This is an optimization exercise on Yosys and OpenROAD, whose aim is small area, a short achievable clock period and few clock cycles per item, not a production implementation.
The RTL was checked by simulation tests, not by an equivalence proof against the original design.

===== flow/run.sh =====
#!/bin/bash
# synth_recipe.tcl (not shown) runs the flow's synth.tcl, then flattens the netlist and writes it again
# the make line also repeats each setting of config.mk as NAME=value (left out here)
make -C /OpenROAD-flow-scripts/flow DESIGN_CONFIG=/design/flow/config.mk WORK_HOME=/design/flow/orfs CLKGATE_MAP_FILE= SYNTH_SCRIPT=/design/flow/synth_recipe.tcl finish

===== flow/config.mk =====
export PLATFORM = sky130hd
export DESIGN_NAME = note_envelope_motor_drive
export DESIGN_NICKNAME = note_envelope_motor_drive
export VERILOG_FILES = /design/flow/design.v
export SDC_FILE = /design/flow/constraint.sdc
export NUM_CORES = 4
export LEC_CHECK = 0
export ABC_AREA = 1
export CAP_MARGIN = 20
export CORE_MARGIN = 2
export CORE_UTILIZATION = 55
export SETUP_SLACK_MARGIN = 4.5
export SLEW_MARGIN = 20

===== flow/constraint.sdc =====
create_clock -name core_clock -period 10.0 [get_ports {clk}]
set_input_delay 2.0000 -clock core_clock [delete_from_list [all_inputs] [get_ports {clk}]]
set_output_delay 2.0000 -clock core_clock [all_outputs]
set_load 0.01 [all_outputs]

===== flow/design.v =====
`default_nettype none
package nemd_pkg;
  localparam logic [1:0]  REG_ATTACK = 2'd0;
  localparam logic [1:0]  REG_RISE   = 2'd1;
  localparam logic [1:0]  REG_FALL   = 2'd2;
  localparam logic [15:0] ATTACK_RESET = 16'd5243;
  localparam logic [8:0]  RISE_RESET   = 9'd179;
  localparam logic [8:0]  FALL_RESET   = 9'd72;
  localparam logic        ACT_OFF = 1'b1;
  localparam logic [11:0] REST_BELOW = 12'd20;
  localparam logic [11:0] PITCH_LOW  = 12'd110;
  localparam logic [11:0] PITCH_HIGH = 12'd850;
  localparam logic [16:0] PITCH_SPAN = 17'd740;
  localparam logic [16:0] ONE_Q16    = 17'h10000;
  localparam logic [16:0] BASE_Q16   = 17'd42598;
  localparam logic [14:0] DEPTH_Q16  = 15'd22938;
  localparam logic [15:0] DUR_MAX    = 16'hFFFF;
  typedef struct packed {
    logic        start;
    logic [16:0] rem_init;
    logic [15:0] num_lo;
    logic [16:0] divisor;
  } div_req_t;
  typedef struct packed {
    logic        done;
    logic [15:0] quot;
  } div_rsp_t;
endpackage
`default_nettype wire
`default_nettype none
import nemd_pkg::*;
module nemd_div (
  input  logic               clk,
  input  logic               rst,
  input  nemd_pkg::div_req_t req,
  output nemd_pkg::div_rsp_t rsp
);
  logic        busy;
  logic        done;
  logic [3:0]  cnt;
  logic [16:0] rem;
  logic [15:0] num;
  logic [16:0] dvsr;
  logic [15:0] quot;
  logic [17:0] trial;
  logic [17:0] diff;
  logic        fits;
  always_comb begin
    trial = {rem, num[15]};
    diff  = trial - {1'b0, dvsr};
    fits  = (trial >= {1'b0, dvsr});
  end
  always_ff @(posedge clk) begin
    if (rst) begin
      busy <= 1'b0;
      done <= 1'b0;
      cnt  <= 4'd0;
    end else begin
      done <= 1'b0;
      if (req.start) begin
        busy <= 1'b1;
        cnt  <= 4'd15;
      end else if (busy) begin
        cnt <= cnt - 4'd1;
        if (cnt == 4'd0) begin
          busy <= 1'b0;
          done <= 1'b1;
        end
      end
    end
  end
  always_ff @(posedge clk) begin
    if (req.start) begin
      rem  <= req.rem_init;
      num  <= req.num_lo;
      dvsr <= req.divisor;
    end else if (busy) begin
      rem  <= fits ? diff[16:0] : trial[16:0];
      num  <= {num[14:0], 1'b0};
      quot <= {quot[14:0], fits};
    end
  end
  assign rsp.done = done;
  assign rsp.quot = quot;
endmodule
`default_nettype wire
`default_nettype none
import nemd_pkg::*;
module note_envelope_motor_drive (
  input  logic        clk,
  input  logic        rst,
  input  logic        s_tvalid,
  output logic        s_tready,
  input  logic [63:0] s_tdata,
  input  logic        s_tuser,
  output logic        m_tvalid,
  input  logic        m_tready,
  output logic [7:0]  m_tdata,
  input  logic        psel,
  input  logic        penable,
  input  logic        pwrite,
  input  logic [3:0]  paddr,
  input  logic [31:0] pwdata,
  output logic [31:0] prdata,
  output logic        pready
);
  localparam int DEPTH = 29;
  logic [15:0] attack_fraction;
  logic [8:0]  rise_gain;
  logic [8:0]  fall_gain;
  logic [15:0] level;
  logic [16:0] att_dec;
  logic [4:0]  be_rn, be_ro, be_rt, be_fn, be_fo, be_ft;
  wire [9:0] wa = 10'd256 - {1'b0, pwdata[8:0]};
  wire [10:0] wx = {wa, 1'b0};
  wire [4:0] wa_n, wa_o, wa_t;
  for (genvar j = 0; j < 5; j++) begin : g_benc
    assign wa_n[j] = wx[2*j+2];
    assign wa_o[j] = wx[2*j+1] ^ wx[2*j];
    assign wa_t[j] = (wx[2*j+2] & ~wx[2*j+1] & ~wx[2*j]) | (~wx[2*j+2] & wx[2*j+1] & wx[2*j]);
  end
  logic        s_tready_q;
  logic [4:0] inflight;
  logic [4:0] fcount;
  logic [4:0] wptr, rptr;
  logic [7:0]  fmem [DEPTH];
  logic        p1_v;
  logic        p1_kill;
  logic        p1_tz;
  logic        p1_dsat;
  logic [9:0] p1_x;
  logic [15:0] p1_el;
  logic [11:0] p1_tempo;
  logic [11:0] p1_rem;
  logic [15:0] p1_nq;
  logic        p2_v;
  logic        p2_kill;
  logic        p2_tz;
  logic        p2_dsat;
  logic [9:0] p2_x;
  logic [15:0] p2_el;
  logic [11:0] p2_tempo;
  logic [11:0] p2_rem;
  logic [15:0] p2_nq;
  logic        p3_v;
  logic        p3_kill;
  logic        p3_tz;
  logic        p3_dsat;
  logic [9:0] p3_x;
  logic [15:0] p3_el;
  logic [11:0] p3_tempo;
  logic [11:0] p3_rem;
  logic [15:0] p3_nq;
  logic        p4_v;
  logic        p4_kill;
  logic        p4_tz;
  logic        p4_dsat;
  logic [9:0] p4_x;
  logic [15:0] p4_el;
  logic [11:0] p4_tempo;
  logic [11:0] p4_rem;
  logic [15:0] p4_nq;
  logic        p5_v;
  logic        p5_kill;
  logic        p5_tz;
  logic        p5_dsat;
  logic [9:0] p5_x;
  logic [15:0] p5_el;
  logic [11:0] p5_tempo;
  logic [11:0] p5_rem;
  logic [15:0] p5_nq;
  logic        p6_v;
  logic        p6_kill;
  logic        p6_tz;
  logic        p6_dsat;
  logic [9:0] p6_x;
  logic [15:0] p6_el;
  logic [11:0] p6_tempo;
  logic [11:0] p6_rem;
  logic [15:0] p6_nq;
  logic        p7_v;
  logic        p7_kill;
  logic        p7_tz;
  logic        p7_pfull;
  logic [9:0] p7_x;
  logic [15:0] p7_dur;
  logic [15:0] p7_rem;
  logic [15:0] p7_nq;
  logic        p8_v;
  logic        p8_kill;
  logic        p8_tz;
  logic        p8_pfull;
  logic [9:0] p8_x;
  logic [15:0] p8_dur;
  logic [15:0] p8_rem;
  logic [15:0] p8_nq;
  logic        p9_v;
  logic        p9_kill;
  logic        p9_tz;
  logic        p9_pfull;
  logic [9:0] p9_x;
  logic [15:0] p9_dur;
  logic [15:0] p9_rem;
  logic [15:0] p9_nq;
  logic        p10_v;
  logic        p10_kill;
  logic        p10_tz;
  logic        p10_pfull;
  logic [9:0] p10_x;
  logic [15:0] p10_dur;
  logic [15:0] p10_rem;
  logic [15:0] p10_nq;
  logic        p11_v;
  logic        p11_kill;
  logic        p11_tz;
  logic        p11_pfull;
  logic [9:0] p11_x;
  logic [15:0] p11_dur;
  logic [15:0] p11_rem;
  logic [15:0] p11_nq;
  logic        p12_v;
  logic        p12_kill;
  logic        p12_tz;
  logic        p12_pfull;
  logic [9:0] p12_x;
  logic [15:0] p12_dur;
  logic [15:0] p12_rem;
  logic [15:0] p12_nq;
  logic        p13_v;
  logic        p13_kill;
  logic        p13_tz;
  logic        p13_pfull;
  logic [9:0] p13_x;
  logic [15:0] p13_dur;
  logic [15:0] p13_rem;
  logic [15:0] p13_nq;
  logic        p14_v;
  logic        p14_kill;
  logic        p14_tz;
  logic        p14_att;
  logic [9:0] p14_x;
  logic [16:0] p14_pd;
  logic        p15_v;
  logic        p15_kill;
  logic        p15_tz;
  logic        p15_att;
  logic [9:0] p15_x;
  logic [15:0] p15_rem;
  logic [15:0] p15_nq;
  logic        p16_v;
  logic        p16_kill;
  logic        p16_tz;
  logic        p16_att;
  logic [9:0] p16_x;
  logic [15:0] p16_rem;
  logic [15:0] p16_nq;
  logic        p17_v;
  logic        p17_kill;
  logic        p17_tz;
  logic        p17_att;
  logic [9:0] p17_x;
  logic [15:0] p17_rem;
  logic [15:0] p17_nq;
  logic        p18_v;
  logic        p18_kill;
  logic        p18_tz;
  logic        p18_att;
  logic [9:0] p18_x;
  logic [15:0] p18_rem;
  logic [15:0] p18_nq;
  logic        p19_v;
  logic        p19_kill;
  logic        p19_tz;
  logic        p19_att;
  logic [9:0] p19_x;
  logic [15:0] p19_rem;
  logic [15:0] p19_nq;
  logic        p20_v;
  logic        p20_kill;
  logic        p20_tz;
  logic        p20_att;
  logic [9:0] p20_x;
  logic [15:0] p20_rem;
  logic [15:0] p20_nq;
  logic        p21_v;
  logic        p21_kill;
  logic        p21_tz;
  logic        p21_att;
  logic [15:0] p21_rem;
  logic [15:0] p21_nq;
  logic [16:0] p21_pitch;
  logic        p22_v;
  logic        p22_kill;
  logic        p22_tz;
  logic        p22_att;
  logic [15:0] p22_rem;
  logic [15:0] p22_nq;
  logic [14:0] p22_sm;
  logic        p23_v;
  logic        p23_kill;
  logic        p23_tz;
  logic        p23_att;
  logic [23:0] p23_s255;
  logic [15:0] p23_op;
  logic        p24_v;
  logic        p24_kill;
  logic        p24_tz;
  logic [32:0] p24_x;
  logic [7:0] p24_oh;
  logic [23:0] p24_s255;
  logic        p25_v;
  logic        p25_kill;
  logic [15:0] p25_tg;
  logic        p26_v;
  logic        p26_kill;
  logic [15:0] p26_tg;
  logic [26:0] p26_pr;
  logic [26:0] p26_pf;
  assign pready = 1'b1;
  always_comb begin
    case (paddr[3:2])
      REG_ATTACK: prdata = {16'd0, attack_fraction};
      REG_RISE:   prdata = {23'd0, rise_gain};
      REG_FALL:   prdata = {23'd0, fall_gain};
      default:    prdata = 32'd0;
    endcase
  end
  always_ff @(posedge clk) begin
    if (rst) begin
      attack_fraction <= ATTACK_RESET;
      rise_gain       <= RISE_RESET;
      fall_gain       <= FALL_RESET;
      att_dec         <= ONE_Q16 - {1'b0, ATTACK_RESET};
      be_rn <= 5'd2; be_ro <= 5'd15; be_rt <= 5'd0;
      be_fn <= 5'd14; be_fo <= 5'd24; be_ft <= 5'd2;
    end else if (psel && penable && pwrite) begin
      case (paddr[3:2])
        REG_ATTACK: begin attack_fraction <= pwdata[15:0]; att_dec <= ONE_Q16 - {1'b0, pwdata[15:0]}; end
        REG_RISE:   begin rise_gain <= pwdata[8:0]; be_rn <= wa_n; be_ro <= wa_o; be_rt <= wa_t; end
        REG_FALL:   begin fall_gain <= pwdata[8:0]; be_fn <= wa_n; be_fo <= wa_o; be_ft <= wa_t; end
        default:    ;
      endcase
    end
  end
  wire [11:0] i_freq  = s_tdata[13:2];
  wire [15:0] i_len   = s_tdata[29:14];
  wire [15:0] i_el    = s_tdata[45:30];
  wire [11:0] i_tempo = s_tdata[57:46];
  wire i_kill = (s_tuser == ACT_OFF) | ~s_tdata[0];
  wire i_tz = ~s_tdata[1] | (i_freq < REST_BELOW) | (i_tempo == 12'd0) |
              ((i_len[15:4] == 12'd0) && ({i_len[3:0], 8'd0} < i_tempo));
  wire i_dsat = ({4'd0, i_len[15:8]} >= i_tempo);
  wire [11:0] i_fm = i_freq - PITCH_LOW;
  wire [9:0] i_x = (i_freq <= PITCH_LOW) ? 10'd0 : (i_freq >= PITCH_HIGH) ? 10'd740 : i_fm[9:0];
  wire i_v = s_tvalid & s_tready_q;
  wire [15:0] ia_nqi = {i_len[7:0], 8'd0};
  wire [12:0] ia_t0 = {{4'd0, i_len[15:8]}, ia_nqi[15]};
  wire [13:0] ia_d0 = {1'd0, ia_t0} - {2'd0, i_tempo};
  wire ia_f0 = ~ia_d0[13];
  wire [11:0] ia_r0 = ia_f0 ? ia_d0[11:0] : ia_t0[11:0];
  wire [15:0] ia_n0 = {ia_nqi[14:0], ia_f0};
  always_ff @(posedge clk) p1_v <= rst ? 1'b0 : i_v;
  always_ff @(posedge clk) p1_kill <= i_kill;
  always_ff @(posedge clk) p1_tz <= i_tz;
  always_ff @(posedge clk) p1_dsat <= i_dsat;
  always_ff @(posedge clk) p1_x <= i_x;
  always_ff @(posedge clk) p1_el <= i_el;
  always_ff @(posedge clk) p1_tempo <= i_tempo;
  always_ff @(posedge clk) p1_rem <= ia_r0;
  always_ff @(posedge clk) p1_nq <= ia_n0;
  wire [12:0] s1_t0 = {p1_rem, p1_nq[15]};
  wire [13:0] s1_d0 = {1'd0, s1_t0} - {2'd0, p1_tempo};
  wire s1_f0 = ~s1_d0[13];
  wire [11:0] s1_r0 = s1_f0 ? s1_d0[11:0] : s1_t0[11:0];
  wire [15:0] s1_n0 = {p1_nq[14:0], s1_f0};
  wire [12:0] s1_t1 = {s1_r0, s1_n0[15]};
  wire [13:0] s1_d1 = {1'd0, s1_t1} - {2'd0, p1_tempo};
  wire s1_f1 = ~s1_d1[13];
  wire [11:0] s1_r1 = s1_f1 ? s1_d1[11:0] : s1_t1[11:0];
  wire [15:0] s1_n1 = {s1_n0[14:0], s1_f1};
  wire [12:0] s1_t2 = {s1_r1, s1_n1[15]};
  wire [13:0] s1_d2 = {1'd0, s1_t2} - {2'd0, p1_tempo};
  wire s1_f2 = ~s1_d2[13];
  wire [11:0] s1_r2 = s1_f2 ? s1_d2[11:0] : s1_t2[11:0];
  wire [15:0] s1_n2 = {s1_n1[14:0], s1_f2};
  always_ff @(posedge clk) p2_v <= rst ? 1'b0 : p1_v;
  always_ff @(posedge clk) p2_kill <= p1_kill;
  always_ff @(posedge clk) p2_tz <= p1_tz;
  always_ff @(posedge clk) p2_dsat <= p1_dsat;
  always_ff @(posedge clk) p2_x <= p1_x;
  always_ff @(posedge clk) p2_el <= p1_el;
  always_ff @(posedge clk) p2_tempo <= p1_tempo;
  always_ff @(posedge clk) p2_rem <= s1_r2;
  always_ff @(posedge clk) p2_nq <= s1_n2;
  wire [12:0] s2_t0 = {p2_rem, p2_nq[15]};
  wire [13:0] s2_d0 = {1'd0, s2_t0} - {2'd0, p2_tempo};
  wire s2_f0 = ~s2_d0[13];
  wire [11:0] s2_r0 = s2_f0 ? s2_d0[11:0] : s2_t0[11:0];
  wire [15:0] s2_n0 = {p2_nq[14:0], s2_f0};
  wire [12:0] s2_t1 = {s2_r0, s2_n0[15]};
  wire [13:0] s2_d1 = {1'd0, s2_t1} - {2'd0, p2_tempo};
  wire s2_f1 = ~s2_d1[13];
  wire [11:0] s2_r1 = s2_f1 ? s2_d1[11:0] : s2_t1[11:0];
  wire [15:0] s2_n1 = {s2_n0[14:0], s2_f1};
  wire [12:0] s2_t2 = {s2_r1, s2_n1[15]};
  wire [13:0] s2_d2 = {1'd0, s2_t2} - {2'd0, p2_tempo};
  wire s2_f2 = ~s2_d2[13];
  wire [11:0] s2_r2 = s2_f2 ? s2_d2[11:0] : s2_t2[11:0];
  wire [15:0] s2_n2 = {s2_n1[14:0], s2_f2};
  always_ff @(posedge clk) p3_v <= rst ? 1'b0 : p2_v;
  always_ff @(posedge clk) p3_kill <= p2_kill;
  always_ff @(posedge clk) p3_tz <= p2_tz;
  always_ff @(posedge clk) p3_dsat <= p2_dsat;
  always_ff @(posedge clk) p3_x <= p2_x;
  always_ff @(posedge clk) p3_el <= p2_el;
  always_ff @(posedge clk) p3_tempo <= p2_tempo;
  always_ff @(posedge clk) p3_rem <= s2_r2;
  always_ff @(posedge clk) p3_nq <= s2_n2;
  wire [12:0] s3_t0 = {p3_rem, p3_nq[15]};
  wire [13:0] s3_d0 = {1'd0, s3_t0} - {2'd0, p3_tempo};
  wire s3_f0 = ~s3_d0[13];
  wire [11:0] s3_r0 = s3_f0 ? s3_d0[11:0] : s3_t0[11:0];
  wire [15:0] s3_n0 = {p3_nq[14:0], s3_f0};
  wire [12:0] s3_t1 = {s3_r0, s3_n0[15]};
  wire [13:0] s3_d1 = {1'd0, s3_t1} - {2'd0, p3_tempo};
  wire s3_f1 = ~s3_d1[13];
  wire [11:0] s3_r1 = s3_f1 ? s3_d1[11:0] : s3_t1[11:0];
  wire [15:0] s3_n1 = {s3_n0[14:0], s3_f1};
  wire [12:0] s3_t2 = {s3_r1, s3_n1[15]};
  wire [13:0] s3_d2 = {1'd0, s3_t2} - {2'd0, p3_tempo};
  wire s3_f2 = ~s3_d2[13];
  wire [11:0] s3_r2 = s3_f2 ? s3_d2[11:0] : s3_t2[11:0];
  wire [15:0] s3_n2 = {s3_n1[14:0], s3_f2};
  always_ff @(posedge clk) p4_v <= rst ? 1'b0 : p3_v;
  always_ff @(posedge clk) p4_kill <= p3_kill;
  always_ff @(posedge clk) p4_tz <= p3_tz;
  always_ff @(posedge clk) p4_dsat <= p3_dsat;
  always_ff @(posedge clk) p4_x <= p3_x;
  always_ff @(posedge clk) p4_el <= p3_el;
  always_ff @(posedge clk) p4_tempo <= p3_tempo;
  always_ff @(posedge clk) p4_rem <= s3_r2;
  always_ff @(posedge clk) p4_nq <= s3_n2;
  wire [12:0] s4_t0 = {p4_rem, p4_nq[15]};
  wire [13:0] s4_d0 = {1'd0, s4_t0} - {2'd0, p4_tempo};
  wire s4_f0 = ~s4_d0[13];
  wire [11:0] s4_r0 = s4_f0 ? s4_d0[11:0] : s4_t0[11:0];
  wire [15:0] s4_n0 = {p4_nq[14:0], s4_f0};
  wire [12:0] s4_t1 = {s4_r0, s4_n0[15]};
  wire [13:0] s4_d1 = {1'd0, s4_t1} - {2'd0, p4_tempo};
  wire s4_f1 = ~s4_d1[13];
  wire [11:0] s4_r1 = s4_f1 ? s4_d1[11:0] : s4_t1[11:0];
  wire [15:0] s4_n1 = {s4_n0[14:0], s4_f1};
  wire [12:0] s4_t2 = {s4_r1, s4_n1[15]};
  wire [13:0] s4_d2 = {1'd0, s4_t2} - {2'd0, p4_tempo};
  wire s4_f2 = ~s4_d2[13];
  wire [11:0] s4_r2 = s4_f2 ? s4_d2[11:0] : s4_t2[11:0];
  wire [15:0] s4_n2 = {s4_n1[14:0], s4_f2};
  always_ff @(posedge clk) p5_v <= rst ? 1'b0 : p4_v;
  always_ff @(posedge clk) p5_kill <= p4_kill;
  always_ff @(posedge clk) p5_tz <= p4_tz;
  always_ff @(posedge clk) p5_dsat <= p4_dsat;
  always_ff @(posedge clk) p5_x <= p4_x;
  always_ff @(posedge clk) p5_el <= p4_el;
  always_ff @(posedge clk) p5_tempo <= p4_tempo;
  always_ff @(posedge clk) p5_rem <= s4_r2;
  always_ff @(posedge clk) p5_nq <= s4_n2;
  wire [12:0] s5_t0 = {p5_rem, p5_nq[15]};
  wire [13:0] s5_d0 = {1'd0, s5_t0} - {2'd0, p5_tempo};
  wire s5_f0 = ~s5_d0[13];
  wire [11:0] s5_r0 = s5_f0 ? s5_d0[11:0] : s5_t0[11:0];
  wire [15:0] s5_n0 = {p5_nq[14:0], s5_f0};
  wire [12:0] s5_t1 = {s5_r0, s5_n0[15]};
  wire [13:0] s5_d1 = {1'd0, s5_t1} - {2'd0, p5_tempo};
  wire s5_f1 = ~s5_d1[13];
  wire [11:0] s5_r1 = s5_f1 ? s5_d1[11:0] : s5_t1[11:0];
  wire [15:0] s5_n1 = {s5_n0[14:0], s5_f1};
  wire [12:0] s5_t2 = {s5_r1, s5_n1[15]};
  wire [13:0] s5_d2 = {1'd0, s5_t2} - {2'd0, p5_tempo};
  wire s5_f2 = ~s5_d2[13];
  wire [11:0] s5_r2 = s5_f2 ? s5_d2[11:0] : s5_t2[11:0];
  wire [15:0] s5_n2 = {s5_n1[14:0], s5_f2};
  always_ff @(posedge clk) p6_v <= rst ? 1'b0 : p5_v;
  always_ff @(posedge clk) p6_kill <= p5_kill;
  always_ff @(posedge clk) p6_tz <= p5_tz;
  always_ff @(posedge clk) p6_dsat <= p5_dsat;
  always_ff @(posedge clk) p6_x <= p5_x;
  always_ff @(posedge clk) p6_el <= p5_el;
  always_ff @(posedge clk) p6_tempo <= p5_tempo;
  always_ff @(posedge clk) p6_rem <= s5_r2;
  always_ff @(posedge clk) p6_nq <= s5_n2;
  wire [15:0] s6_dur = p6_dsat ? DUR_MAX : p6_nq;
  wire s6_pfull = (p6_el >= s6_dur);
  wire [15:0] s6_nqi = 16'd0;
  wire [16:0] s6_t0 = {p6_el, s6_nqi[15]};
  wire [17:0] s6_d0 = {1'd0, s6_t0} - {2'd0, s6_dur};
  wire s6_f0 = ~s6_d0[17];
  wire [15:0] s6_r0 = s6_f0 ? s6_d0[15:0] : s6_t0[15:0];
  wire [15:0] s6_n0 = {s6_nqi[14:0], s6_f0};
  wire [16:0] s6_t1 = {s6_r0, s6_n0[15]};
  wire [17:0] s6_d1 = {1'd0, s6_t1} - {2'd0, s6_dur};
  wire s6_f1 = ~s6_d1[17];
  wire [15:0] s6_r1 = s6_f1 ? s6_d1[15:0] : s6_t1[15:0];
  wire [15:0] s6_n1 = {s6_n0[14:0], s6_f1};
  always_ff @(posedge clk) p7_v <= rst ? 1'b0 : p6_v;
  always_ff @(posedge clk) p7_kill <= p6_kill;
  always_ff @(posedge clk) p7_tz <= p6_tz;
  always_ff @(posedge clk) p7_pfull <= s6_pfull;
  always_ff @(posedge clk) p7_x <= p6_x;
  always_ff @(posedge clk) p7_dur <= s6_dur;
  always_ff @(posedge clk) p7_rem <= s6_r1;
  always_ff @(posedge clk) p7_nq <= s6_n1;
  wire [16:0] s7_t0 = {p7_rem, p7_nq[15]};
  wire [17:0] s7_d0 = {1'd0, s7_t0} - {2'd0, p7_dur};
  wire s7_f0 = ~s7_d0[17];
  wire [15:0] s7_r0 = s7_f0 ? s7_d0[15:0] : s7_t0[15:0];
  wire [15:0] s7_n0 = {p7_nq[14:0], s7_f0};
  wire [16:0] s7_t1 = {s7_r0, s7_n0[15]};
  wire [17:0] s7_d1 = {1'd0, s7_t1} - {2'd0, p7_dur};
  wire s7_f1 = ~s7_d1[17];
  wire [15:0] s7_r1 = s7_f1 ? s7_d1[15:0] : s7_t1[15:0];
  wire [15:0] s7_n1 = {s7_n0[14:0], s7_f1};
  always_ff @(posedge clk) p8_v <= rst ? 1'b0 : p7_v;
  always_ff @(posedge clk) p8_kill <= p7_kill;
  always_ff @(posedge clk) p8_tz <= p7_tz;
  always_ff @(posedge clk) p8_pfull <= p7_pfull;
  always_ff @(posedge clk) p8_x <= p7_x;
  always_ff @(posedge clk) p8_dur <= p7_dur;
  always_ff @(posedge clk) p8_rem <= s7_r1;
  always_ff @(posedge clk) p8_nq <= s7_n1;
  wire [16:0] s8_t0 = {p8_rem, p8_nq[15]};
  wire [17:0] s8_d0 = {1'd0, s8_t0} - {2'd0, p8_dur};
  wire s8_f0 = ~s8_d0[17];
  wire [15:0] s8_r0 = s8_f0 ? s8_d0[15:0] : s8_t0[15:0];
  wire [15:0] s8_n0 = {p8_nq[14:0], s8_f0};
  wire [16:0] s8_t1 = {s8_r0, s8_n0[15]};
  wire [17:0] s8_d1 = {1'd0, s8_t1} - {2'd0, p8_dur};
  wire s8_f1 = ~s8_d1[17];
  wire [15:0] s8_r1 = s8_f1 ? s8_d1[15:0] : s8_t1[15:0];
  wire [15:0] s8_n1 = {s8_n0[14:0], s8_f1};
  always_ff @(posedge clk) p9_v <= rst ? 1'b0 : p8_v;
  always_ff @(posedge clk) p9_kill <= p8_kill;
  always_ff @(posedge clk) p9_tz <= p8_tz;
  always_ff @(posedge clk) p9_pfull <= p8_pfull;
  always_ff @(posedge clk) p9_x <= p8_x;
  always_ff @(posedge clk) p9_dur <= p8_dur;
  always_ff @(posedge clk) p9_rem <= s8_r1;
  always_ff @(posedge clk) p9_nq <= s8_n1;
  wire [16:0] s9_t0 = {p9_rem, p9_nq[15]};
  wire [17:0] s9_d0 = {1'd0, s9_t0} - {2'd0, p9_dur};
  wire s9_f0 = ~s9_d0[17];
  wire [15:0] s9_r0 = s9_f0 ? s9_d0[15:0] : s9_t0[15:0];
  wire [15:0] s9_n0 = {p9_nq[14:0], s9_f0};
  wire [16:0] s9_t1 = {s9_r0, s9_n0[15]};
  wire [17:0] s9_d1 = {1'd0, s9_t1} - {2'd0, p9_dur};
  wire s9_f1 = ~s9_d1[17];
  wire [15:0] s9_r1 = s9_f1 ? s9_d1[15:0] : s9_t1[15:0];
  wire [15:0] s9_n1 = {s9_n0[14:0], s9_f1};
  always_ff @(posedge clk) p10_v <= rst ? 1'b0 : p9_v;
  always_ff @(posedge clk) p10_kill <= p9_kill;
  always_ff @(posedge clk) p10_tz <= p9_tz;
  always_ff @(posedge clk) p10_pfull <= p9_pfull;
  always_ff @(posedge clk) p10_x <= p9_x;
  always_ff @(posedge clk) p10_dur <= p9_dur;
  always_ff @(posedge clk) p10_rem <= s9_r1;
  always_ff @(posedge clk) p10_nq <= s9_n1;
  wire [16:0] s10_t0 = {p10_rem, p10_nq[15]};
  wire [17:0] s10_d0 = {1'd0, s10_t0} - {2'd0, p10_dur};
  wire s10_f0 = ~s10_d0[17];
  wire [15:0] s10_r0 = s10_f0 ? s10_d0[15:0] : s10_t0[15:0];
  wire [15:0] s10_n0 = {p10_nq[14:0], s10_f0};
  wire [16:0] s10_t1 = {s10_r0, s10_n0[15]};
  wire [17:0] s10_d1 = {1'd0, s10_t1} - {2'd0, p10_dur};
  wire s10_f1 = ~s10_d1[17];
  wire [15:0] s10_r1 = s10_f1 ? s10_d1[15:0] : s10_t1[15:0];
  wire [15:0] s10_n1 = {s10_n0[14:0], s10_f1};
  always_ff @(posedge clk) p11_v <= rst ? 1'b0 : p10_v;
  always_ff @(posedge clk) p11_kill <= p10_kill;
  always_ff @(posedge clk) p11_tz <= p10_tz;
  always_ff @(posedge clk) p11_pfull <= p10_pfull;
  always_ff @(posedge clk) p11_x <= p10_x;
  always_ff @(posedge clk) p11_dur <= p10_dur;
  always_ff @(posedge clk) p11_rem <= s10_r1;
  always_ff @(posedge clk) p11_nq <= s10_n1;
  wire [16:0] s11_t0 = {p11_rem, p11_nq[15]};
  wire [17:0] s11_d0 = {1'd0, s11_t0} - {2'd0, p11_dur};
  wire s11_f0 = ~s11_d0[17];
  wire [15:0] s11_r0 = s11_f0 ? s11_d0[15:0] : s11_t0[15:0];
  wire [15:0] s11_n0 = {p11_nq[14:0], s11_f0};
  wire [16:0] s11_t1 = {s11_r0, s11_n0[15]};
  wire [17:0] s11_d1 = {1'd0, s11_t1} - {2'd0, p11_dur};
  wire s11_f1 = ~s11_d1[17];
  wire [15:0] s11_r1 = s11_f1 ? s11_d1[15:0] : s11_t1[15:0];
  wire [15:0] s11_n1 = {s11_n0[14:0], s11_f1};
  always_ff @(posedge clk) p12_v <= rst ? 1'b0 : p11_v;
  always_ff @(posedge clk) p12_kill <= p11_kill;
  always_ff @(posedge clk) p12_tz <= p11_tz;
  always_ff @(posedge clk) p12_pfull <= p11_pfull;
  always_ff @(posedge clk) p12_x <= p11_x;
  always_ff @(posedge clk) p12_dur <= p11_dur;
  always_ff @(posedge clk) p12_rem <= s11_r1;
  always_ff @(posedge clk) p12_nq <= s11_n1;
  wire [16:0] s12_t0 = {p12_rem, p12_nq[15]};
  wire [17:0] s12_d0 = {1'd0, s12_t0} - {2'd0, p12_dur};
  wire s12_f0 = ~s12_d0[17];
  wire [15:0] s12_r0 = s12_f0 ? s12_d0[15:0] : s12_t0[15:0];
  wire [15:0] s12_n0 = {p12_nq[14:0], s12_f0};
  wire [16:0] s12_t1 = {s12_r0, s12_n0[15]};
  wire [17:0] s12_d1 = {1'd0, s12_t1} - {2'd0, p12_dur};
  wire s12_f1 = ~s12_d1[17];
  wire [15:0] s12_r1 = s12_f1 ? s12_d1[15:0] : s12_t1[15:0];
  wire [15:0] s12_n1 = {s12_n0[14:0], s12_f1};
  always_ff @(posedge clk) p13_v <= rst ? 1'b0 : p12_v;
  always_ff @(posedge clk) p13_kill <= p12_kill;
  always_ff @(posedge clk) p13_tz <= p12_tz;
  always_ff @(posedge clk) p13_pfull <= p12_pfull;
  always_ff @(posedge clk) p13_x <= p12_x;
  always_ff @(posedge clk) p13_dur <= p12_dur;
  always_ff @(posedge clk) p13_rem <= s12_r1;
  always_ff @(posedge clk) p13_nq <= s12_n1;
  wire [16:0] s13_t0 = {p13_rem, p13_nq[15]};
  wire [17:0] s13_d0 = {1'd0, s13_t0} - {2'd0, p13_dur};
  wire s13_f0 = ~s13_d0[17];
  wire [15:0] s13_r0 = s13_f0 ? s13_d0[15:0] : s13_t0[15:0];
  wire [15:0] s13_n0 = {p13_nq[14:0], s13_f0};
  wire [16:0] s13_t1 = {s13_r0, s13_n0[15]};
  wire [17:0] s13_d1 = {1'd0, s13_t1} - {2'd0, p13_dur};
  wire s13_f1 = ~s13_d1[17];
  wire [15:0] s13_r1 = s13_f1 ? s13_d1[15:0] : s13_t1[15:0];
  wire [15:0] s13_n1 = {s13_n0[14:0], s13_f1};
  wire [16:0] s13_phase = p13_pfull ? ONE_Q16 : {1'b0, s13_n1};
  wire s13_att = (attack_fraction != 16'd0) && (s13_phase < {1'b0, attack_fraction});
  wire [16:0] s13_dd = s13_phase - {1'b0, attack_fraction};
  wire [16:0] s13_pdv = s13_att ? s13_phase : s13_dd;
  always_ff @(posedge clk) p14_v <= rst ? 1'b0 : p13_v;
  always_ff @(posedge clk) p14_kill <= p13_kill;
  always_ff @(posedge clk) p14_tz <= p13_tz;
  always_ff @(posedge clk) p14_att <= s13_att;
  always_ff @(posedge clk) p14_x <= p13_x;
  always_ff @(posedge clk) p14_pd <= s13_pdv;
  wire [31:0] s14_num = {15'd0, p14_pd} * 32'd22938;
  wire [15:0] s14_rem = p14_att ? p14_pd[15:0] : s14_num[31:16];
  wire [15:0] s14_nq = p14_att ? 16'd0 : s14_num[15:0];
  wire [16:0] s14_div = p14_att ? div_att : div_dec;
  always_ff @(posedge clk) p15_v <= rst ? 1'b0 : p14_v;
  always_ff @(posedge clk) p15_kill <= p14_kill;
  always_ff @(posedge clk) p15_tz <= p14_tz;
  always_ff @(posedge clk) p15_att <= p14_att;
  always_ff @(posedge clk) p15_x <= p14_x;
  always_ff @(posedge clk) p15_rem <= s14_rem;
  always_ff @(posedge clk) p15_nq <= s14_nq;
  wire [16:0] div_att = {1'b0, attack_fraction};
  wire [16:0] div_dec = att_dec;
  wire [16:0] s15_div = p15_att ? div_att : div_dec;
  wire [16:0] s15_t0 = {p15_rem, p15_nq[15]};
  wire [17:0] s15_d0 = {1'd0, s15_t0} - {1'd0, s15_div};
  wire s15_f0 = ~s15_d0[17];
  wire [15:0] s15_r0 = s15_f0 ? s15_d0[15:0] : s15_t0[15:0];
  wire [15:0] s15_n0 = {p15_nq[14:0], s15_f0};
  wire [16:0] s15_t1 = {s15_r0, s15_n0[15]};
  wire [17:0] s15_d1 = {1'd0, s15_t1} - {1'd0, s15_div};
  wire s15_f1 = ~s15_d1[17];
  wire [15:0] s15_r1 = s15_f1 ? s15_d1[15:0] : s15_t1[15:0];
  wire [15:0] s15_n1 = {s15_n0[14:0], s15_f1};
  always_ff @(posedge clk) p16_v <= rst ? 1'b0 : p15_v;
  always_ff @(posedge clk) p16_kill <= p15_kill;
  always_ff @(posedge clk) p16_tz <= p15_tz;
  always_ff @(posedge clk) p16_att <= p15_att;
  always_ff @(posedge clk) p16_x <= p15_x;
  always_ff @(posedge clk) p16_rem <= s15_r1;
  always_ff @(posedge clk) p16_nq <= s15_n1;
  wire [16:0] s16_div = p16_att ? div_att : div_dec;
  wire [16:0] s16_t0 = {p16_rem, p16_nq[15]};
  wire [17:0] s16_d0 = {1'd0, s16_t0} - {1'd0, s16_div};
  wire s16_f0 = ~s16_d0[17];
  wire [15:0] s16_r0 = s16_f0 ? s16_d0[15:0] : s16_t0[15:0];
  wire [15:0] s16_n0 = {p16_nq[14:0], s16_f0};
  wire [16:0] s16_t1 = {s16_r0, s16_n0[15]};
  wire [17:0] s16_d1 = {1'd0, s16_t1} - {1'd0, s16_div};
  wire s16_f1 = ~s16_d1[17];
  wire [15:0] s16_r1 = s16_f1 ? s16_d1[15:0] : s16_t1[15:0];
  wire [15:0] s16_n1 = {s16_n0[14:0], s16_f1};
  always_ff @(posedge clk) p17_v <= rst ? 1'b0 : p16_v;
  always_ff @(posedge clk) p17_kill <= p16_kill;
  always_ff @(posedge clk) p17_tz <= p16_tz;
  always_ff @(posedge clk) p17_att <= p16_att;
  always_ff @(posedge clk) p17_x <= p16_x;
  always_ff @(posedge clk) p17_rem <= s16_r1;
  always_ff @(posedge clk) p17_nq <= s16_n1;
  wire [16:0] s17_div = p17_att ? div_att : div_dec;
  wire [16:0] s17_t0 = {p17_rem, p17_nq[15]};
  wire [17:0] s17_d0 = {1'd0, s17_t0} - {1'd0, s17_div};
  wire s17_f0 = ~s17_d0[17];
  wire [15:0] s17_r0 = s17_f0 ? s17_d0[15:0] : s17_t0[15:0];
  wire [15:0] s17_n0 = {p17_nq[14:0], s17_f0};
  wire [16:0] s17_t1 = {s17_r0, s17_n0[15]};
  wire [17:0] s17_d1 = {1'd0, s17_t1} - {1'd0, s17_div};
  wire s17_f1 = ~s17_d1[17];
  wire [15:0] s17_r1 = s17_f1 ? s17_d1[15:0] : s17_t1[15:0];
  wire [15:0] s17_n1 = {s17_n0[14:0], s17_f1};
  always_ff @(posedge clk) p18_v <= rst ? 1'b0 : p17_v;
  always_ff @(posedge clk) p18_kill <= p17_kill;
  always_ff @(posedge clk) p18_tz <= p17_tz;
  always_ff @(posedge clk) p18_att <= p17_att;
  always_ff @(posedge clk) p18_x <= p17_x;
  always_ff @(posedge clk) p18_rem <= s17_r1;
  always_ff @(posedge clk) p18_nq <= s17_n1;
  wire [16:0] s18_div = p18_att ? div_att : div_dec;
  wire [16:0] s18_t0 = {p18_rem, p18_nq[15]};
  wire [17:0] s18_d0 = {1'd0, s18_t0} - {1'd0, s18_div};
  wire s18_f0 = ~s18_d0[17];
  wire [15:0] s18_r0 = s18_f0 ? s18_d0[15:0] : s18_t0[15:0];
  wire [15:0] s18_n0 = {p18_nq[14:0], s18_f0};
  wire [16:0] s18_t1 = {s18_r0, s18_n0[15]};
  wire [17:0] s18_d1 = {1'd0, s18_t1} - {1'd0, s18_div};
  wire s18_f1 = ~s18_d1[17];
  wire [15:0] s18_r1 = s18_f1 ? s18_d1[15:0] : s18_t1[15:0];
  wire [15:0] s18_n1 = {s18_n0[14:0], s18_f1};
  always_ff @(posedge clk) p19_v <= rst ? 1'b0 : p18_v;
  always_ff @(posedge clk) p19_kill <= p18_kill;
  always_ff @(posedge clk) p19_tz <= p18_tz;
  always_ff @(posedge clk) p19_att <= p18_att;
  always_ff @(posedge clk) p19_x <= p18_x;
  always_ff @(posedge clk) p19_rem <= s18_r1;
  always_ff @(posedge clk) p19_nq <= s18_n1;
  wire [16:0] s19_div = p19_att ? div_att : div_dec;
  wire [16:0] s19_t0 = {p19_rem, p19_nq[15]};
  wire [17:0] s19_d0 = {1'd0, s19_t0} - {1'd0, s19_div};
  wire s19_f0 = ~s19_d0[17];
  wire [15:0] s19_r0 = s19_f0 ? s19_d0[15:0] : s19_t0[15:0];
  wire [15:0] s19_n0 = {p19_nq[14:0], s19_f0};
  wire [16:0] s19_t1 = {s19_r0, s19_n0[15]};
  wire [17:0] s19_d1 = {1'd0, s19_t1} - {1'd0, s19_div};
  wire s19_f1 = ~s19_d1[17];
  wire [15:0] s19_r1 = s19_f1 ? s19_d1[15:0] : s19_t1[15:0];
  wire [15:0] s19_n1 = {s19_n0[14:0], s19_f1};
  always_ff @(posedge clk) p20_v <= rst ? 1'b0 : p19_v;
  always_ff @(posedge clk) p20_kill <= p19_kill;
  always_ff @(posedge clk) p20_tz <= p19_tz;
  always_ff @(posedge clk) p20_att <= p19_att;
  always_ff @(posedge clk) p20_x <= p19_x;
  always_ff @(posedge clk) p20_rem <= s19_r1;
  always_ff @(posedge clk) p20_nq <= s19_n1;
  wire [16:0] s20_div = p20_att ? div_att : div_dec;
  wire [16:0] s20_t0 = {p20_rem, p20_nq[15]};
  wire [17:0] s20_d0 = {1'd0, s20_t0} - {1'd0, s20_div};
  wire s20_f0 = ~s20_d0[17];
  wire [15:0] s20_r0 = s20_f0 ? s20_d0[15:0] : s20_t0[15:0];
  wire [15:0] s20_n0 = {p20_nq[14:0], s20_f0};
  wire [16:0] s20_t1 = {s20_r0, s20_n0[15]};
  wire [17:0] s20_d1 = {1'd0, s20_t1} - {1'd0, s20_div};
  wire s20_f1 = ~s20_d1[17];
  wire [15:0] s20_r1 = s20_f1 ? s20_d1[15:0] : s20_t1[15:0];
  wire [15:0] s20_n1 = {s20_n0[14:0], s20_f1};
  wire [31:0] s20_pm = {22'd0, p20_x} * 32'd2902005;
  always_ff @(posedge clk) p21_v <= rst ? 1'b0 : p20_v;
  always_ff @(posedge clk) p21_kill <= p20_kill;
  always_ff @(posedge clk) p21_tz <= p20_tz;
  always_ff @(posedge clk) p21_att <= p20_att;
  always_ff @(posedge clk) p21_rem <= s20_r1;
  always_ff @(posedge clk) p21_nq <= s20_n1;
  always_ff @(posedge clk) p21_pitch <= s20_pm[31:15];
  wire [16:0] s21_div = p21_att ? div_att : div_dec;
  wire [16:0] s21_t0 = {p21_rem, p21_nq[15]};
  wire [17:0] s21_d0 = {1'd0, s21_t0} - {1'd0, s21_div};
  wire s21_f0 = ~s21_d0[17];
  wire [15:0] s21_r0 = s21_f0 ? s21_d0[15:0] : s21_t0[15:0];
  wire [15:0] s21_n0 = {p21_nq[14:0], s21_f0};
  wire [16:0] s21_t1 = {s21_r0, s21_n0[15]};
  wire [17:0] s21_d1 = {1'd0, s21_t1} - {1'd0, s21_div};
  wire s21_f1 = ~s21_d1[17];
  wire [15:0] s21_r1 = s21_f1 ? s21_d1[15:0] : s21_t1[15:0];
  wire [15:0] s21_n1 = {s21_n0[14:0], s21_f1};
  wire [31:0] s21_sm = {15'd0, p21_pitch} * 32'd22938;
  always_ff @(posedge clk) p22_v <= rst ? 1'b0 : p21_v;
  always_ff @(posedge clk) p22_kill <= p21_kill;
  always_ff @(posedge clk) p22_tz <= p21_tz;
  always_ff @(posedge clk) p22_att <= p21_att;
  always_ff @(posedge clk) p22_rem <= s21_r1;
  always_ff @(posedge clk) p22_nq <= s21_n1;
  always_ff @(posedge clk) p22_sm <= s21_sm[30:16];
  wire [16:0] s22_div = p22_att ? div_att : div_dec;
  wire [16:0] s22_t0 = {p22_rem, p22_nq[15]};
  wire [17:0] s22_d0 = {1'd0, s22_t0} - {1'd0, s22_div};
  wire s22_f0 = ~s22_d0[17];
  wire [15:0] s22_r0 = s22_f0 ? s22_d0[15:0] : s22_t0[15:0];
  wire [15:0] s22_n0 = {p22_nq[14:0], s22_f0};
  wire [16:0] s22_t1 = {s22_r0, s22_n0[15]};
  wire [17:0] s22_d1 = {1'd0, s22_t1} - {1'd0, s22_div};
  wire s22_f1 = ~s22_d1[17];
  wire [15:0] s22_r1 = s22_f1 ? s22_d1[15:0] : s22_t1[15:0];
  wire [15:0] s22_n1 = {s22_n0[14:0], s22_f1};
  wire [23:0] s22_s255 = 24'd10862490 + {1'b0, p22_sm, 8'd0} - {9'd0, p22_sm};
  wire [15:0] s22_op = p22_att ? s22_n1 : ~s22_n1;
  always_ff @(posedge clk) p23_v <= rst ? 1'b0 : p22_v;
  always_ff @(posedge clk) p23_kill <= p22_kill;
  always_ff @(posedge clk) p23_tz <= p22_tz;
  always_ff @(posedge clk) p23_att <= p22_att;
  always_ff @(posedge clk) p23_s255 <= s22_s255;
  always_ff @(posedge clk) p23_op <= s22_op;
  wire [15:0] s23_op = p23_op;
  wire [23:0] s23_ad = p23_att ? 24'd0 : p23_s255;
  wire [32:0] s23_x_ye = {9'd0, p23_s255};
  wire [32:0] s23_x = ({33{s23_op[7:0][0]}} & (s23_x_ye << 0)) + ({33{s23_op[7:0][1]}} & (s23_x_ye << 1)) + ({33{s23_op[7:0][2]}} & (s23_x_ye << 2)) + ({33{s23_op[7:0][3]}} & (s23_x_ye << 3)) + ({33{s23_op[7:0][4]}} & (s23_x_ye << 4)) + ({33{s23_op[7:0][5]}} & (s23_x_ye << 5)) + ({33{s23_op[7:0][6]}} & (s23_x_ye << 6)) + ({33{s23_op[7:0][7]}} & (s23_x_ye << 7)) + {9'd0, s23_ad};
  always_ff @(posedge clk) p24_v <= rst ? 1'b0 : p23_v;
  always_ff @(posedge clk) p24_kill <= p23_kill;
  always_ff @(posedge clk) p24_tz <= p23_tz;
  always_ff @(posedge clk) p24_x <= s23_x;
  always_ff @(posedge clk) p24_oh <= s23_op[15:8];
  always_ff @(posedge clk) p24_s255 <= p23_s255;
  wire [39:0] s24_sc_ye = {16'd0, p24_s255};
  wire [39:0] s24_sc = ({40{p24_oh[0]}} & (s24_sc_ye << 8)) + ({40{p24_oh[1]}} & (s24_sc_ye << 9)) + ({40{p24_oh[2]}} & (s24_sc_ye << 10)) + ({40{p24_oh[3]}} & (s24_sc_ye << 11)) + ({40{p24_oh[4]}} & (s24_sc_ye << 12)) + ({40{p24_oh[5]}} & (s24_sc_ye << 13)) + ({40{p24_oh[6]}} & (s24_sc_ye << 14)) + ({40{p24_oh[7]}} & (s24_sc_ye << 15)) + {7'd0, p24_x};
  wire [15:0] s24_tg = p24_tz ? 16'd0 : s24_sc[39:24];
  always_ff @(posedge clk) p25_v <= rst ? 1'b0 : p24_v;
  always_ff @(posedge clk) p25_kill <= p24_kill;
  always_ff @(posedge clk) p25_tg <= s24_tg;
  wire [26:0] grm0 = be_ro[0] ? {11'd0, p25_tg} : be_rt[0] ? {10'd0, p25_tg, 1'b0} : 27'd0;
  wire [26:0] grr0 = (~be_rn[0] ? ~grm0 : grm0) << 0;
  wire [26:0] grm1 = be_ro[1] ? {11'd0, p25_tg} : be_rt[1] ? {10'd0, p25_tg, 1'b0} : 27'd0;
  wire [26:0] grr1 = (~be_rn[1] ? ~grm1 : grm1) << 2;
  wire [26:0] grm2 = be_ro[2] ? {11'd0, p25_tg} : be_rt[2] ? {10'd0, p25_tg, 1'b0} : 27'd0;
  wire [26:0] grr2 = (~be_rn[2] ? ~grm2 : grm2) << 4;
  wire [26:0] grm3 = be_ro[3] ? {11'd0, p25_tg} : be_rt[3] ? {10'd0, p25_tg, 1'b0} : 27'd0;
  wire [26:0] grr3 = (~be_rn[3] ? ~grm3 : grm3) << 6;
  wire [26:0] grm4 = be_ro[4] ? {11'd0, p25_tg} : be_rt[4] ? {10'd0, p25_tg, 1'b0} : 27'd0;
  wire [26:0] grr4 = (~be_rn[4] ? ~grm4 : grm4) << 8;
  wire [26:0] s25_pr = {3'd0, p25_tg, 8'd0} + grr0 + grr1 + grr2 + grr3 + grr4 + 27'd341;
  wire [26:0] gfm0 = be_fo[0] ? {11'd0, p25_tg} : be_ft[0] ? {10'd0, p25_tg, 1'b0} : 27'd0;
  wire [26:0] gfr0 = (~be_fn[0] ? ~gfm0 : gfm0) << 0;
  wire [26:0] gfm1 = be_fo[1] ? {11'd0, p25_tg} : be_ft[1] ? {10'd0, p25_tg, 1'b0} : 27'd0;
  wire [26:0] gfr1 = (~be_fn[1] ? ~gfm1 : gfm1) << 2;
  wire [26:0] gfm2 = be_fo[2] ? {11'd0, p25_tg} : be_ft[2] ? {10'd0, p25_tg, 1'b0} : 27'd0;
  wire [26:0] gfr2 = (~be_fn[2] ? ~gfm2 : gfm2) << 4;
  wire [26:0] gfm3 = be_fo[3] ? {11'd0, p25_tg} : be_ft[3] ? {10'd0, p25_tg, 1'b0} : 27'd0;
  wire [26:0] gfr3 = (~be_fn[3] ? ~gfm3 : gfm3) << 6;
  wire [26:0] gfm4 = be_fo[4] ? {11'd0, p25_tg} : be_ft[4] ? {10'd0, p25_tg, 1'b0} : 27'd0;
  wire [26:0] gfr4 = (~be_fn[4] ? ~gfm4 : gfm4) << 8;
  wire [26:0] s25_pf = {3'd0, p25_tg, 8'd0} + gfr0 + gfr1 + gfr2 + gfr3 + gfr4 + 27'd596;
  always_ff @(posedge clk) p26_v <= rst ? 1'b0 : p25_v;
  always_ff @(posedge clk) p26_kill <= p25_kill;
  always_ff @(posedge clk) p26_tg <= p25_tg;
  always_ff @(posedge clk) p26_pr <= s25_pr;
  always_ff @(posedge clk) p26_pf <= s25_pf;
  wire rising = (p26_tg > level);
  wire [26:0] lrm0 = be_ro[0] ? {11'd0, level} : be_rt[0] ? {10'd0, level, 1'b0} : 27'd0;
  wire [26:0] lrr0 = (be_rn[0] ? ~lrm0 : lrm0) << 0;
  wire [26:0] lrm1 = be_ro[1] ? {11'd0, level} : be_rt[1] ? {10'd0, level, 1'b0} : 27'd0;
  wire [26:0] lrr1 = (be_rn[1] ? ~lrm1 : lrm1) << 2;
  wire [26:0] lrm2 = be_ro[2] ? {11'd0, level} : be_rt[2] ? {10'd0, level, 1'b0} : 27'd0;
  wire [26:0] lrr2 = (be_rn[2] ? ~lrm2 : lrm2) << 4;
  wire [26:0] lrm3 = be_ro[3] ? {11'd0, level} : be_rt[3] ? {10'd0, level, 1'b0} : 27'd0;
  wire [26:0] lrr3 = (be_rn[3] ? ~lrm3 : lrm3) << 6;
  wire [26:0] lrm4 = be_ro[4] ? {11'd0, level} : be_rt[4] ? {10'd0, level, 1'b0} : 27'd0;
  wire [26:0] lrr4 = (be_rn[4] ? ~lrm4 : lrm4) << 8;
  wire [26:0] s_r = lrr0 + lrr1 + lrr2 + lrr3 + lrr4 + p26_pr;
  wire [26:0] lfm0 = be_fo[0] ? {11'd0, level} : be_ft[0] ? {10'd0, level, 1'b0} : 27'd0;
  wire [26:0] lfr0 = (be_fn[0] ? ~lfm0 : lfm0) << 0;
  wire [26:0] lfm1 = be_fo[1] ? {11'd0, level} : be_ft[1] ? {10'd0, level, 1'b0} : 27'd0;
  wire [26:0] lfr1 = (be_fn[1] ? ~lfm1 : lfm1) << 2;
  wire [26:0] lfm2 = be_fo[2] ? {11'd0, level} : be_ft[2] ? {10'd0, level, 1'b0} : 27'd0;
  wire [26:0] lfr2 = (be_fn[2] ? ~lfm2 : lfm2) << 4;
  wire [26:0] lfm3 = be_fo[3] ? {11'd0, level} : be_ft[3] ? {10'd0, level, 1'b0} : 27'd0;
  wire [26:0] lfr3 = (be_fn[3] ? ~lfm3 : lfm3) << 6;
  wire [26:0] lfm4 = be_fo[4] ? {11'd0, level} : be_ft[4] ? {10'd0, level, 1'b0} : 27'd0;
  wire [26:0] lfr4 = (be_fn[4] ? ~lfm4 : lfm4) << 8;
  wire [26:0] s_f = lfr0 + lfr1 + lfr2 + lfr3 + lfr4 + p26_pf;
  wire [18:0] q_r = s_r[26:8];
  wire [18:0] q_f = s_f[26:8];
  wire [15:0] n_r = (q_r[17:8] == 10'd0) ? 16'd0 : (q_r[17:16] != 2'd0) ? 16'hFFFF : q_r[15:0];
  wire [15:0] n_f = (q_f[18] | (q_f[17:8] == 10'd0)) ? 16'd0 : q_f[15:0];
  wire [15:0] lvl_next = p26_kill ? 16'd0 : rising ? n_r : n_f;
  wire res_v = p26_v;
  always_ff @(posedge clk) begin
    if (rst) level <= 16'd0;
    else if (res_v) level <= lvl_next;
  end
  wire take = m_tvalid & m_tready;
  logic fifo_we;
  always_ff @(posedge clk) fifo_we <= rst ? 1'b0 : res_v;
  wire [7:0] fifo_wd = level[15:8];
  wire [4:0] inflight_next = inflight + {4'd0, i_v} - {4'd0, take};
  always_ff @(posedge clk) begin
    if (rst) begin
      inflight   <= 5'd0;
      s_tready_q <= 1'b1;
      fcount     <= 5'd0;
      wptr       <= 5'd0;
      rptr       <= 5'd0;
    end else begin
      inflight   <= inflight_next;
      s_tready_q <= (inflight_next < 5'd29);
      fcount     <= fcount + {4'd0, fifo_we} - {4'd0, take};
      if (fifo_we) wptr <= (wptr == 5'd28) ? 5'd0 : wptr + 5'd1;
      if (take) rptr <= (rptr == 5'd28) ? 5'd0 : rptr + 5'd1;
    end
  end
  always_ff @(posedge clk) begin
    if (fifo_we) fmem[wptr] <= fifo_wd;
  end
  assign s_tready = s_tready_q;
  assign m_tvalid = (fcount != 5'd0);
  assign m_tdata  = fmem[rptr];
endmodule
`default_nettype wire

==> run notes <==
-- registers in the layout, summed over array words and instances, names as in the netlist, 17 cells and up, named ones only --
signal and cells:
att_dec 17, p23_s255 24, fmem 232, p24_x 25, p21_pitch 17, p26_pr 26, p14_pd 17, p24_s255 24
p26_pf 27
-- through the flow --
stage,setup slack (ps),cells,utilization (%)
finish,4510,18978,62.4
global route,4320,18978,62.4
CTS,4500,18742,60.7
detailed placement,2860,18248,56.9
global placement,3100,18248,56.9
floorplan,4600,15508,-
-- layer usage --
| layer | vias to the layer above | routed length (µm) |
|---|---|---|
| met1 | 49775 | 151000 |
| met4 | 0 | 12700 |
| met5 | - | 0 |
| met2 | 3145 | 162000 |
| li1 | 50960 | - |
| met3 | 663 | 22500 |
-- final timing paths --
path,slack [ps],from,cells past startpoint,endpoint
hold reg to reg,300,p15_nq[12],0,p16_nq[14]
setup reg to reg,4510,p2_tempo[2],38,p3_rem[3]
hold / removal,300,p15_nq[12],0,p16_nq[14]
setup / recovery,4510,p2_tempo[2],38,p3_rem[3]
-- cell families (layout without fill, tap and decap cells) --
logic type / Yosys count / in the layout / share of synthesized area [%]
buffers and inverters: 2966 / 3402 / 8.97
AOI/OAI and AO/OA: 3065 / 3067 / 13.7
muxes: 2 / 2 / 0.0177
and+or+nand+nor: 4449 / 4454 / 14.3
DFF: 1690 / 1690 / 28.4
adders and majority gates: 2275 / 2275 / 27.5
xor gates and xnor gates: 1043 / 1043 / 7.18
other: 2 / 19 / 0.00590
-- critical path, delay by kind of cell, from the launching register on --
family / cells / cell delay, ps
buffers and inverters: 19 / 2340
AND/OR/NAND/NOR: 10 / 1130
AO/OA/AOI/OAI: 7 / 900
adder cells (fa/ha/maj): 2 / 660
flip-flops: 1 / 380
-- layout make-up --
class	count	area (µm²)	share of cell area (%)
Timing Repair Buffer	549	4860	3.39
Antenna cell	1	2.50	0.00175
Tap cell	3026	3790	2.64
Sequential cell	1690	36300	25.3
Timing Repair inverter	46	324	0.226
Inverter	2472	9610	6.70
Clock inverter	89	1320	0.923
Multi-Input combinational cell	10859	82100	57.2
Clock buffer	246	5070	3.54
-- timing repair --
item | 4_1_cts | 5_1_grt
pin swaps | 39 | 126
buffers inserted | 129 | 203
cloned | 30 | 30
gates resized for setup | 352 | 506
endpoints found under the setup margin | 303 | 345
-- layout by cell type, fill, tap and decap left out, drive strengths merged, types with 316 or more instances in the layout --
master and count:
a21oi 1077, buf 440, dfxtp 1458, fa 869, ha 1406, inv 2428, nand2 2887, nand3 434
nor2 814, o21ai 1159, o22ai 316, xnor2 319, xor2 724
==> run notes <==
- Status: complete, no violations
- Final Skew: approximately 75 ps
- Max-cap violations: 0
- Port-buffer cells: 109
- WS Path Type: flop to flop
- CP Launch Type: flop
- Core area: 230,000 µm²
- Gpl congestion: 0.946
- Largest stage delay on the critical path: 390 ps
- Vias: around 100k
- DRT iter0 DRCs: between 7,000 and 8,000
- RSZ-0062 raised after global routing: true
- CP dominant cell by count: buf_4
- Die X: 485 µm
- Fill count: between 15,000 and 20,000
- Most frequent cell after synthesis: nand2_1
- Vias in the first global route: about 100k
- GRT Total Usage: about 29%
- Actual slew at the worst max-slew pin: 1170 ps
- Area Overhead vs Synth: 12.7%
- Nets: 18,182
- Unique masters post-synth: 78
- Syn Area/Cell: a little over 8 µm²
- WL per Instance: 18.3 µm
- FFs w/ async S/R, synth: 0%
- Fraction of layout cells with a size suffix above 1: 9.28%
- Sequential area share after synthesis: ~28%
- DRC errors left: 0
- Detailed Route WL: 348 mm
- Worst-Skew Late Latency: 870 ps
- Synth area leader: dfxtp_1
- CTS tree: yes
- Number of flops mapped to enable cells by yosys: around 230
- Worst Hold Slack: 298 ps
- M3 GR Usage: under 10%
- Post-route cell area: approximately 140,000 µm²
- Post-synth top cells: nand2_1 (2,859), inv_1 (2,431), dfxtp_1 (1,458)
- Clock Sink Count: 1,690
- Starting density of the core: between 50 and 60%
- Crit path time final: 5490 ps
- Flops & latches, synth: 1,690
- Largest net degree at the start of global routing: 58
- Global-route wire length before repair: roughly 540 mm
- Synth Cell Area: 127,000 µm²
- Longest Clk Path Bufs: 3
- Post-route ant nets: 0
- M2 GR Usage: 47.8%
- Max Slew Vio Count: 0
- Die footprint: roughly 240,000 µm²
- Initial antenna violation count: 16
- GR peak layer: met2
- Pre-antenna DRT Iters: 8
- CP Capture Type: flop
- CTS clk-pin slew, worst paths: 60 ps
- Post-Syn Instances: 15,492
- CP Max Fanout: 10
- Global route overflow: 0
- # IOs: 151
- CTS H-tree depth: 4
- Num CTS Buffers: 181
- # setup viols final: 0
- Critical-path top delay cell: ha_1
- Met1 Resource Use GR: 38.0%
- Count of final hold-check violations: 0
- WP data arrival: 6250 ps
- Synth Flop Type: dfxtp_1
- Hold Path Class: flop to flop
- Yosys warns: 1
- Die H: 485 µm
- Clock root buffer: clkbuf_16
- Share of the synthesized area in the top cell type: 22.9%
- # rows: roughly 180
- Final critical-path share of the clock period: 54.9%
- Placed Area: ~130,000 µm²
- Detailed placement HPWL: 256 mm
- Setup TNS: 0 ps
- FMAX: 182 MHz
- Hold buffer count at CTS: 0
- WP data required: 10,750 ps
- Top cells by area, synth: dfxtp_1 (23%), ha_1 (14%), fa_1 (14%), nand2_1 (8.4%), inv_1 (7.2%)
- Rel. slew slack: about 22%
- Vias per cell: 5.51
Testbench counts, summed over its fixed seeds: cycles 5,248, items 4,800.

==> static timing again, ports no longer ideal <==
The flow's constraints put no driver on any port. The routed layout listed below was extracted and timed again, unchanged, in two steps.
Step 1: set_driving_cell puts a clkbuf_16 on clk and a buf_2 on each other input, an assumption about the parent block.
Step 2 moves the port delays by t, midway between the first and last clock arrival at a register: inputs arrive t later, outputs are due t later. That takes back most of the time a late clock gives input paths.
Slacks: no drivers / after step 1 / after step 2; pairs: no drivers / after step 1.
t (ns): 0.929
setup slack, ns: 4.506 / 4.506 / 4.506
hold WS [ns]: 0.298 / 0.298 / 0.298
pins driven straight from the clock port: 1
After both steps this run still meets setup and hold. For this run, drivers alone change the setup slack by 0.000 ns; drivers and shift together by 0.000 ns.
